This design comes from an exercise in tuning for a short achievable clock period and few clock cycles on the open sky130 flow, not from production work. Function was checked by simulation only, so behaviour that the tests miss may differ from the original. No activity file was given, so power comes from the tool's default toggle rates.

<file path="config.mk">
export PLATFORM = sky130hd
export DESIGN_NAME = ordered_record_list
export DESIGN_NICKNAME = ordered_record_list
export VERILOG_FILES = /design/flow/design.v
export SDC_FILE = /design/flow/constraint.sdc
export NUM_CORES = 4
export LEC_CHECK = 0
export CAP_MARGIN = 20
export CORE_MARGIN = 2
export CORE_UTILIZATION = 40
export SLEW_MARGIN = 20
</file>
<file path="constraint.sdc">
create_clock -name core_clock -period 5.0 [get_ports {clk}]
set_input_delay 1.0000 -clock core_clock [delete_from_list [all_inputs] [get_ports {clk}]]
set_output_delay 1.0000 -clock core_clock [all_outputs]
set_load 0.01 [all_outputs]
</file>
<file path="design.v">
package orl_pkg;
  localparam logic [2:0] CMD_APPEND = 3'd0;
  localparam logic [2:0] CMD_DELETE = 3'd1;
  localparam logic [2:0] CMD_CLEAR  = 3'd2;
  localparam logic [2:0] CMD_COUNT  = 3'd3;
  localparam logic [2:0] CMD_KTH    = 3'd4;
  localparam logic [2:0] CMD_MIDDLE = 3'd5;
  localparam logic [2:0] CMD_VIEW   = 3'd6;
  localparam logic [2:0] ST_OK        = 3'd0;
  localparam logic [2:0] ST_NOT_FOUND = 3'd1;
  localparam logic [2:0] ST_FULL      = 3'd2;
  localparam logic [2:0] ST_EMPTY     = 3'd3;
  localparam logic [2:0] ST_BAD_POS   = 3'd4;
  typedef struct packed {
    logic [2:0]         cmd;
    logic signed [31:0] key;
    logic [15:0]        height_in;
    logic [4:0]         from_end;
  } item_t;
  typedef struct packed {
    logic signed [31:0] rec_key;
    logic [15:0]        rec_height;
    logic [3:0]         rec_index;
    logic [4:0]         list_count;
    logic [2:0]         status;
    logic               last;
  } result_t;
  typedef enum logic [2:0] {
    RD_ZERO = 3'd0,
    RD_KTH  = 3'd1,
    RD_MID  = 3'd2,
    RD_PTR1 = 3'd3,
    RD_PTR2 = 3'd4
  } rd_sel_t;
  typedef enum logic [1:0] {
    PTR_HOLD = 2'd0,
    PTR_LOAD = 2'd1,
    PTR_INC  = 2'd2
  } ptr_op_t;
  typedef enum logic [2:0] {
    EM_NONE   = 3'd0,
    EM_BLANK  = 3'd1,
    EM_NEW    = 3'd2,
    EM_READ   = 3'd3,
    EM_SAVE   = 3'd4,
    EM_FINISH = 3'd5
  } emit_t;
  typedef struct packed {
    logic       capture;
    logic       write_tail;
    logic       shift_wr;
    logic       cnt_inc;
    logic       cnt_dec;
    logic       cnt_clr;
    rd_sel_t    rd_sel;
    ptr_op_t    ptr_op;
    emit_t      emit;
    logic [2:0] status;
    logic       last;
  } dp_cmd_t;
  typedef struct packed {
    logic count_zero;
    logic full;
    logic match;
    logic ptr_last;
    logic ptr_next_last;
  } dp_stat_t;
endpackage
module orl_ctrl (
  input  logic              clk,
  input  logic              rst,
  input  logic              start,
  input  orl_pkg::item_t    item,
  input  orl_pkg::dp_stat_t st,
  output logic              busy,
  output orl_pkg::dp_cmd_t  dc
);
  typedef enum logic [4:0] {
    S_IDLE  = 5'b00001,
    S_RD    = 5'b00010,
    S_VIEW  = 5'b00100,
    S_SCAN  = 5'b01000,
    S_SHIFT = 5'b10000
  } state_t;
  state_t state;
  state_t state_next;
  assign busy = (state != S_IDLE);
  always_ff @(posedge clk) begin
    if (rst) begin
      state <= S_IDLE;
    end else begin
      state <= state_next;
    end
  end
  always_comb begin
    state_next = state;
    dc         = '0;
    dc.rd_sel  = orl_pkg::RD_ZERO;
    dc.ptr_op  = orl_pkg::PTR_HOLD;
    dc.emit    = orl_pkg::EM_NONE;
    dc.status  = orl_pkg::ST_OK;
    dc.last    = 1'b1;
    unique case (state)
      S_IDLE: begin
        if (start) begin
          dc.emit = orl_pkg::EM_BLANK;
          unique case (item.cmd)
            orl_pkg::CMD_APPEND: begin
              if (st.full) begin
                dc.status = orl_pkg::ST_FULL;
              end else begin
                dc.write_tail = 1'b1;
                dc.cnt_inc    = 1'b1;
                dc.emit       = orl_pkg::EM_NEW;
              end
            end
            orl_pkg::CMD_DELETE: begin
              if (st.count_zero) begin
                dc.status = orl_pkg::ST_EMPTY;
              end else begin
                dc.capture = 1'b1;
                dc.ptr_op  = orl_pkg::PTR_LOAD;
                dc.emit    = orl_pkg::EM_NONE;
                state_next = S_SCAN;
              end
            end
            orl_pkg::CMD_CLEAR: begin
              if (st.count_zero) begin
                dc.status = orl_pkg::ST_EMPTY;
              end else begin
                dc.cnt_clr = 1'b1;
              end
            end
            orl_pkg::CMD_KTH: begin
              if (st.count_zero) begin
                dc.status = orl_pkg::ST_EMPTY;
              end else if (item.from_end == '0) begin
                dc.status = orl_pkg::ST_BAD_POS;
              end else begin
                dc.rd_sel  = orl_pkg::RD_KTH;
                dc.ptr_op  = orl_pkg::PTR_LOAD;
                dc.emit    = orl_pkg::EM_NONE;
                state_next = S_RD;
              end
            end
            orl_pkg::CMD_MIDDLE: begin
              if (st.count_zero) begin
                dc.status = orl_pkg::ST_EMPTY;
              end else begin
                dc.rd_sel  = orl_pkg::RD_MID;
                dc.ptr_op  = orl_pkg::PTR_LOAD;
                dc.emit    = orl_pkg::EM_NONE;
                state_next = S_RD;
              end
            end
            orl_pkg::CMD_VIEW: begin
              if (st.count_zero) begin
                dc.status = orl_pkg::ST_EMPTY;
              end else begin
                dc.ptr_op  = orl_pkg::PTR_LOAD;
                dc.emit    = orl_pkg::EM_NONE;
                state_next = S_VIEW;
              end
            end
            default: begin
              dc.status = orl_pkg::ST_OK;
            end
          endcase
        end
      end
      S_RD: begin
        dc.emit    = orl_pkg::EM_READ;
        state_next = S_IDLE;
      end
      S_VIEW: begin
        dc.emit = orl_pkg::EM_READ;
        dc.last = st.ptr_last;
        if (st.ptr_last) begin
          state_next = S_IDLE;
        end else begin
          dc.rd_sel = orl_pkg::RD_PTR1;
          dc.ptr_op = orl_pkg::PTR_INC;
        end
      end
      S_SCAN: begin
        if (st.match) begin
          if (st.ptr_last) begin
            dc.cnt_dec = 1'b1;
            dc.emit    = orl_pkg::EM_READ;
            state_next = S_IDLE;
          end else begin
            dc.emit    = orl_pkg::EM_SAVE;
            dc.rd_sel  = orl_pkg::RD_PTR1;
            state_next = S_SHIFT;
          end
        end else if (st.ptr_last) begin
          dc.emit    = orl_pkg::EM_BLANK;
          dc.status  = orl_pkg::ST_NOT_FOUND;
          state_next = S_IDLE;
        end else begin
          dc.rd_sel = orl_pkg::RD_PTR1;
          dc.ptr_op = orl_pkg::PTR_INC;
        end
      end
      S_SHIFT: begin
        dc.shift_wr = 1'b1;
        if (st.ptr_next_last) begin
          dc.cnt_dec = 1'b1;
          dc.emit    = orl_pkg::EM_FINISH;
          state_next = S_IDLE;
        end else begin
          dc.rd_sel = orl_pkg::RD_PTR2;
          dc.ptr_op = orl_pkg::PTR_INC;
        end
      end
      default: begin
        state_next = S_IDLE;
      end
    endcase
  end
endmodule
module orl_datapath #(
  parameter int DEPTH = 16
) (
  input  logic             clk,
  input  logic             rst,
  input  orl_pkg::item_t   item,
  input  orl_pkg::dp_cmd_t dc,
  output orl_pkg::dp_stat_t st,
  output logic             result_valid,
  output orl_pkg::result_t result
);
  localparam int IDX_W = (DEPTH > 1) ? $clog2(DEPTH) : 1;
  localparam int CNT_W = $clog2(DEPTH + 1);
  localparam int KW    = (CNT_W > 5) ? CNT_W : 5;
  logic [31:0]      key_mem [DEPTH];
  logic [15:0]      hgt_mem [DEPTH];
  logic [31:0]      rd_key;
  logic [15:0]      rd_hgt;
  logic [31:0]      key_reg;
  logic [CNT_W-1:0] count;
  logic [CNT_W-1:0] count_next;
  logic [IDX_W-1:0] ptr;
  logic [IDX_W-1:0] raddr;
  logic [IDX_W-1:0] waddr;
  logic [31:0]      wkey;
  logic [15:0]      whgt;
  logic             wen;
  logic [KW-1:0]    k_ext;
  logic [KW-1:0]    c_ext;
  logic [CNT_W:0]   ptr_ext;
  logic [CNT_W:0]   cnt_ext;
  logic [31:0]      ptr_wide;
  logic [31:0]      cnt_wide;
  logic [31:0]      cnt_next_wide;
  assign k_ext         = KW'(item.from_end);
  assign c_ext         = KW'(count);
  assign ptr_ext       = (CNT_W + 1)'(ptr);
  assign cnt_ext       = (CNT_W + 1)'(count);
  assign ptr_wide      = 32'(ptr);
  assign cnt_wide      = 32'(count);
  assign cnt_next_wide = 32'(count_next);
  assign st.count_zero    = (count == '0);
  assign st.full          = (count == CNT_W'(DEPTH));
  assign st.match         = (rd_key == key_reg);
  assign st.ptr_last      = ((ptr_ext + 1'b1) >= cnt_ext);
  assign st.ptr_next_last = ((ptr_ext + 2'd2) >= cnt_ext);
  always_comb begin
    unique case (dc.rd_sel)
      orl_pkg::RD_ZERO: raddr = '0;
      orl_pkg::RD_KTH:  raddr = (k_ext >= c_ext) ? '0 : IDX_W'(c_ext - k_ext);
      orl_pkg::RD_MID:  raddr = IDX_W'(count >> 1);
      orl_pkg::RD_PTR1: raddr = ptr + 1'b1;
      orl_pkg::RD_PTR2: raddr = ptr + 2'd2;
      default:          raddr = '0;
    endcase
  end
  always_comb begin
    count_next = count;
    if (dc.cnt_clr) begin
      count_next = '0;
    end else if (dc.cnt_inc) begin
      count_next = count + 1'b1;
    end else if (dc.cnt_dec) begin
      count_next = count - 1'b1;
    end
  end
  assign wen   = dc.write_tail | dc.shift_wr;
  assign waddr = dc.write_tail ? IDX_W'(count) : ptr;
  assign wkey  = dc.write_tail ? item.key : rd_key;
  assign whgt  = dc.write_tail ? item.height_in : rd_hgt;
  always_ff @(posedge clk) begin
    if (wen) begin
      key_mem[waddr] <= wkey;
      hgt_mem[waddr] <= whgt;
    end
    rd_key <= key_mem[raddr];
    rd_hgt <= hgt_mem[raddr];
  end
  always_ff @(posedge clk) begin
    if (rst) begin
      count <= '0;
    end else begin
      count <= count_next;
    end
  end
  always_ff @(posedge clk) begin
    if (dc.capture) begin
      key_reg <= item.key;
    end
    unique case (dc.ptr_op)
      orl_pkg::PTR_LOAD: ptr <= raddr;
      orl_pkg::PTR_INC:  ptr <= ptr + 1'b1;
      default:           ptr <= ptr;
    endcase
  end
  always_ff @(posedge clk) begin
    if (rst) begin
      result_valid <= 1'b0;
    end else begin
      result_valid <= (dc.emit == orl_pkg::EM_BLANK) || (dc.emit == orl_pkg::EM_NEW) ||
                      (dc.emit == orl_pkg::EM_READ) || (dc.emit == orl_pkg::EM_FINISH);
    end
  end
  always_ff @(posedge clk) begin
    case (dc.emit)
      orl_pkg::EM_BLANK: begin
        result.rec_key    <= '0;
        result.rec_height <= '0;
        result.rec_index  <= '0;
        result.list_count <= cnt_next_wide[4:0];
        result.status     <= dc.status;
        result.last       <= dc.last;
      end
      orl_pkg::EM_NEW: begin
        result.rec_key    <= item.key;
        result.rec_height <= item.height_in;
        result.rec_index  <= cnt_wide[3:0];
        result.list_count <= cnt_next_wide[4:0];
        result.status     <= dc.status;
        result.last       <= dc.last;
      end
      orl_pkg::EM_READ: begin
        result.rec_key    <= rd_key;
        result.rec_height <= rd_hgt;
        result.rec_index  <= ptr_wide[3:0];
        result.list_count <= cnt_next_wide[4:0];
        result.status     <= dc.status;
        result.last       <= dc.last;
      end
      orl_pkg::EM_SAVE: begin
        result.rec_key    <= rd_key;
        result.rec_height <= rd_hgt;
        result.rec_index  <= ptr_wide[3:0];
      end
      orl_pkg::EM_FINISH: begin
        result.list_count <= cnt_next_wide[4:0];
        result.status     <= dc.status;
        result.last       <= dc.last;
      end
      default: begin
        result <= result;
      end
    endcase
  end
endmodule
module ordered_record_list #(
  parameter int DEPTH = 16
) (
  input  logic        clk,
  input  logic        rst,
  input  logic        start,
  input  logic [55:0] item,
  output logic        busy,
  output logic        result_valid,
  output logic [60:0] result
);
  orl_pkg::dp_cmd_t  dc;
  orl_pkg::dp_stat_t st;
  orl_pkg::item_t    item_s;
  orl_pkg::result_t  result_s;
  assign item_s = item;
  assign result = result_s;
  orl_ctrl u_ctrl (
    .clk   (clk),
    .rst   (rst),
    .start (start),
    .item  (item_s),
    .st    (st),
    .busy  (busy),
    .dc    (dc)
  );
  orl_datapath #(
    .DEPTH (DEPTH)
  ) u_datapath (
    .clk          (clk),
    .rst          (rst),
    .item         (item_s),
    .dc           (dc),
    .st           (st),
    .result_valid (result_valid),
    .result       (result_s)
  );
endmodule
</file>
<file path="run.sh">
#!/bin/bash
# synth_recipe.tcl (not shown) runs the flow's synth.tcl, then flattens the netlist and writes it again
# the make line also repeats each setting of config.mk as NAME=value (left out here)
make -C /OpenROAD-flow-scripts/flow DESIGN_CONFIG=/design/flow/config.mk WORK_HOME=/design/flow/orfs CLKGATE_MAP_FILE= SYNTH_SCRIPT=/design/flow/synth_recipe.tcl finish
</file>
==> run notes <==
[tightest hold or removal path: cells and delay by family, from the launching register on]
family / cells / cell delay [ns]
AO/OA/AOI/OAI: 2 / 0.22
flip-flops: 1 / 0.32
[cells by family after synthesis]
logic type	Yosys count	synth area share, %
DFF	924	74.7
and+or+nand+nor	666	8.69
AOI/OAI and AO/OA	554	12.1
buffers and inverters	191	2.26
xor gates and xnor gates	42	1.01
adders and majority gates	30	1.05
muxes	5	0.148
[cell usage after synthesis, types with 14 or more instances]
cell / n
xor2_1: 35
buf_2: 51
nand3_1: 153
nor4_1: 14
nand2_1: 322
nor2_1: 36
ha_1: 29
a21oi_1: 19
a32oi_1: 152
and3_1: 59
o31ai_1: 16
a31oi_1: 148
buf_1: 20
a2111o_1: 27
clkbuf_1: 96
a211o_1: 28
edfxtp_1: 865
dfxtp_1: 59
inv_1: 18
a22o_1: 91
nor3_1: 17
or4_1: 18
[cell type report]
type | count | area share, %
sequential | 924 | 63.1
timing repair buffer | 249 | 6.59
inverter | 18 | 0.157
tap | 1176 | 3.42
clock inverter | 43 | 0.913
clock buffer | 124 | 5.77
multi-input combinational | 1297 | 20.0
[routing by layer]
layer | up-vias | share of wire, % | global-route usage, %
met2 | 1186 | 48 | 35.5
met3 | 150 | 8.3 | 3.65
met4 | 0 | 2.7 | 6.76
met1 | 11633 | 41 | 30.1
met5 | - | 0 | 0
li1 | 10007 | - | -
[worst paths after layout]
check | cells past startpoint | start | slack [ns] | endpoint
worst max-delay path | 12 | u_datapath.ptr[1]$_DFFE_PP_ | 0.58 | u_datapath.rd_key[21]$_DFF_P_
worst min-delay path | 2 | u_datapath.hgt_mem[12][2]$_DFFE_PP_ | 0.56 | u_datapath.rd_hgt[2]$_DFF_P_
worst max register to register | 12 | u_datapath.ptr[1]$_DFFE_PP_ | 0.58 | u_datapath.rd_key[21]$_DFF_P_
worst min register to register | 2 | u_datapath.hgt_mem[12][2]$_DFFE_PP_ | 0.56 | u_datapath.rd_hgt[2]$_DFF_P_
[per-stage QoR]
step | worst slack, ns | setup TNS, ns
floorplan | -0.790 | -159.99
global placement | 0.0537 | 0
detailed placement | 0.0446 | 0
CTS | 0.551 | 0
global route | 0.390 | 0
finish | 0.579 | 0
[layout by cell type, fill, tap and decap left out, types with 53 or more instances in the layout]
cell type        instances
a32oi_1                152
dfxtp_1                 59
buf_4                   75
buf_12                  53
clkdlybuf4s50_1        121
a22o_1                  91
a31oi_1                148
nand3_1                152
nand2_1                321
edfxtp_1               865
clkbuf_16               91
and3_1                  59
[report_power, final]
part	switching, uW	internal (uW)	total, uW	leakage (uW)
logic	648	393	1040	0.00431
clock network	2900	3710	6610	0.00140
registers	77.0	8710	8780	0.00830
==> reports/metrics.yaml <==
floorplanning:
  rows: 110
  die_w_um: 305
  num_io_pins: 122
  core_um2: 90000
  die_h_um: 305
  initial_core_util_pct: 40.4
  dieArea_um2: 93300
layout:
  final-instance-count-excl-fill: 3831
  largest_reg_flops: 512
  seq_area_um2: 27200
  area_delta_synth_final_pct: 18.4
  fill_cells: 7643
  multi_input_area_um2: 8620
  nets: 2669
  final_area_um2: 43000
  largest_register: "u_datapath.key_mem"
  antenna_cells: 0
  post-route-util_pct: 47.8
  post_route_cells_drive_above_1_share_pct: 11.9
  reg.largest.list: "u_datapath.key_mem: 512 flops, u_datapath.hgt_mem: 256 flops, u_datapath.result: 61 flops"
global_routing:
  grt_first_pass_wirelength_um: 152000
  grt_pass1_vias: 22776
  grt_antenna_before_repair: 0
  grt_max_degree: 79
  grt_usage_pct: 21.9
  gr-total-overflow: 0
timing:
  hold_viol: 0
  worst_pin_slew_ns: 0.981
  finalSetupViolations: 0
  fin_hold_ws_ns: 0.564
  slew_viol_final: 0
  rsz0062_at_grt: "false"
  fmax_ghz: 0.226
  fin_crit_sh_pct: 88.4
  skew_ns: 0.0336
  finalCriticalPeriod_ns: 4.42
  relSlewSlack_pct: 34.4
clock_network:
  root_buffer: "clkbuf_16"
  ctsResizeCount: 0
  htreeDepth: 3
  cts_buffers: 90
  cts_tree: "built"
  postCtsSetupBuffers: 0
  clock-sinks: 924
  path_clk_slew_ns: 0.06
  clockBufferDepth: 3
  hold_buffers: 0
  clock_latency_ns: 0.66
synth:
  synth_fp_nets: 2501
  synth_top_area_cell: "edfxtp_1"
  async_reset_ff_share_pct: 0
  synth_cell_types: 73
  yosys-top-cells-area: "edfxtp_1 (71%), a32oi_1 (3.7%), nand2_1 (3.3%), dfxtp_1 (3.3%), a31oi_1 (2.5%)"
  avgSynthCellArea_um2: 15.1
  yosysWarnings: 2
  synth_top_area_share_pct: 71.5
  synth_cells: 2412
  netlist_area_um2: 36300
  seq_area_frac_synth_pct: 74.7
  synth-edff-count: 865
  ys.flop_type: "edfxtp_1"
  yosys_register_bits: 924
pwr:
  p_leak_uw: 0.0140
  ir_worst_vdd_v: 0.000248
  p_per_area_nw_per_um2: 382
  p_total_uw: 16400
worst_setup_path:
  worstPathRequired_ns: 5.54
  cp_common_cell: "ha_1"
  start_kind: "register"
  crit_chain: "ha_1, ha_1, a21oi_1, o21ai_0, a211oi_1, o22ai_1, a211oi_4, buf_12, buf_4, a22o_1, o31ai_1, o2111ai_1"
  critPathTopFamily: "compound AO/OA/AOI/OAI gates"
  cpMaxStageDelayCell: "a211oi_1"
  critPathMaxStageDelay_ns: 0.80
  arrival_ns: 4.96
  crit_buf_inv: 2
  worst_setup_path_end_kind: "register"
  critical_path_class: "register to register"
  crit_fanout: 64
placement:
  place_congestion: 0.891
  postPlaceCellArea_um2: 40200
  port_buffers: 121
  dpl.cell_count: 3664
  hpwl_um: 60800
routing:
  drt_iter0_drc: 2664
  detail_route.drc_violations: 0
  vias_per_cell: 6.00
  firstDrtPassIters: 5
  via_count: 22976
  postRouteAntennaNets: 0
  drt_wl_total_um: 104000
  wire_per_inst_um: 27.1
worst_hold_path:
  hold_class: "register to register"
status:
  status: "complete, no violations"
job:
  cap_violations: 0
Testbench counts, summed over its fixed seeds: cycles 20,927.

==> static timing again, ports no longer ideal <==
How much do the figures lean on ideal ports? The routed layout below was timed once more, with nothing changed but the port constraints.
Step 1: set_driving_cell puts a clkbuf_16 on clk and a buf_2 on each other input, an assumption about the parent block.
Step 2 adds t to the input delays and takes it off the output delays; t is the mean of the earliest and latest rising clock arrival at the registers after step 1. Input paths then give back, and output paths get back, about the clock's delay inside the block.
Three values: ideal ports, drivers, drivers and shift; two values: the first two.
t (ns): 0.708
setup slack, ns: 0.579 / 0.579 / -0.043
clock arrival spread, ns: 0.037 / 0.038
With both steps, setup timing fails in this run, where it was met with ideal ports. For this run, drivers alone change the setup slack by 0.000 ns; drivers and shift together by -0.622 ns.
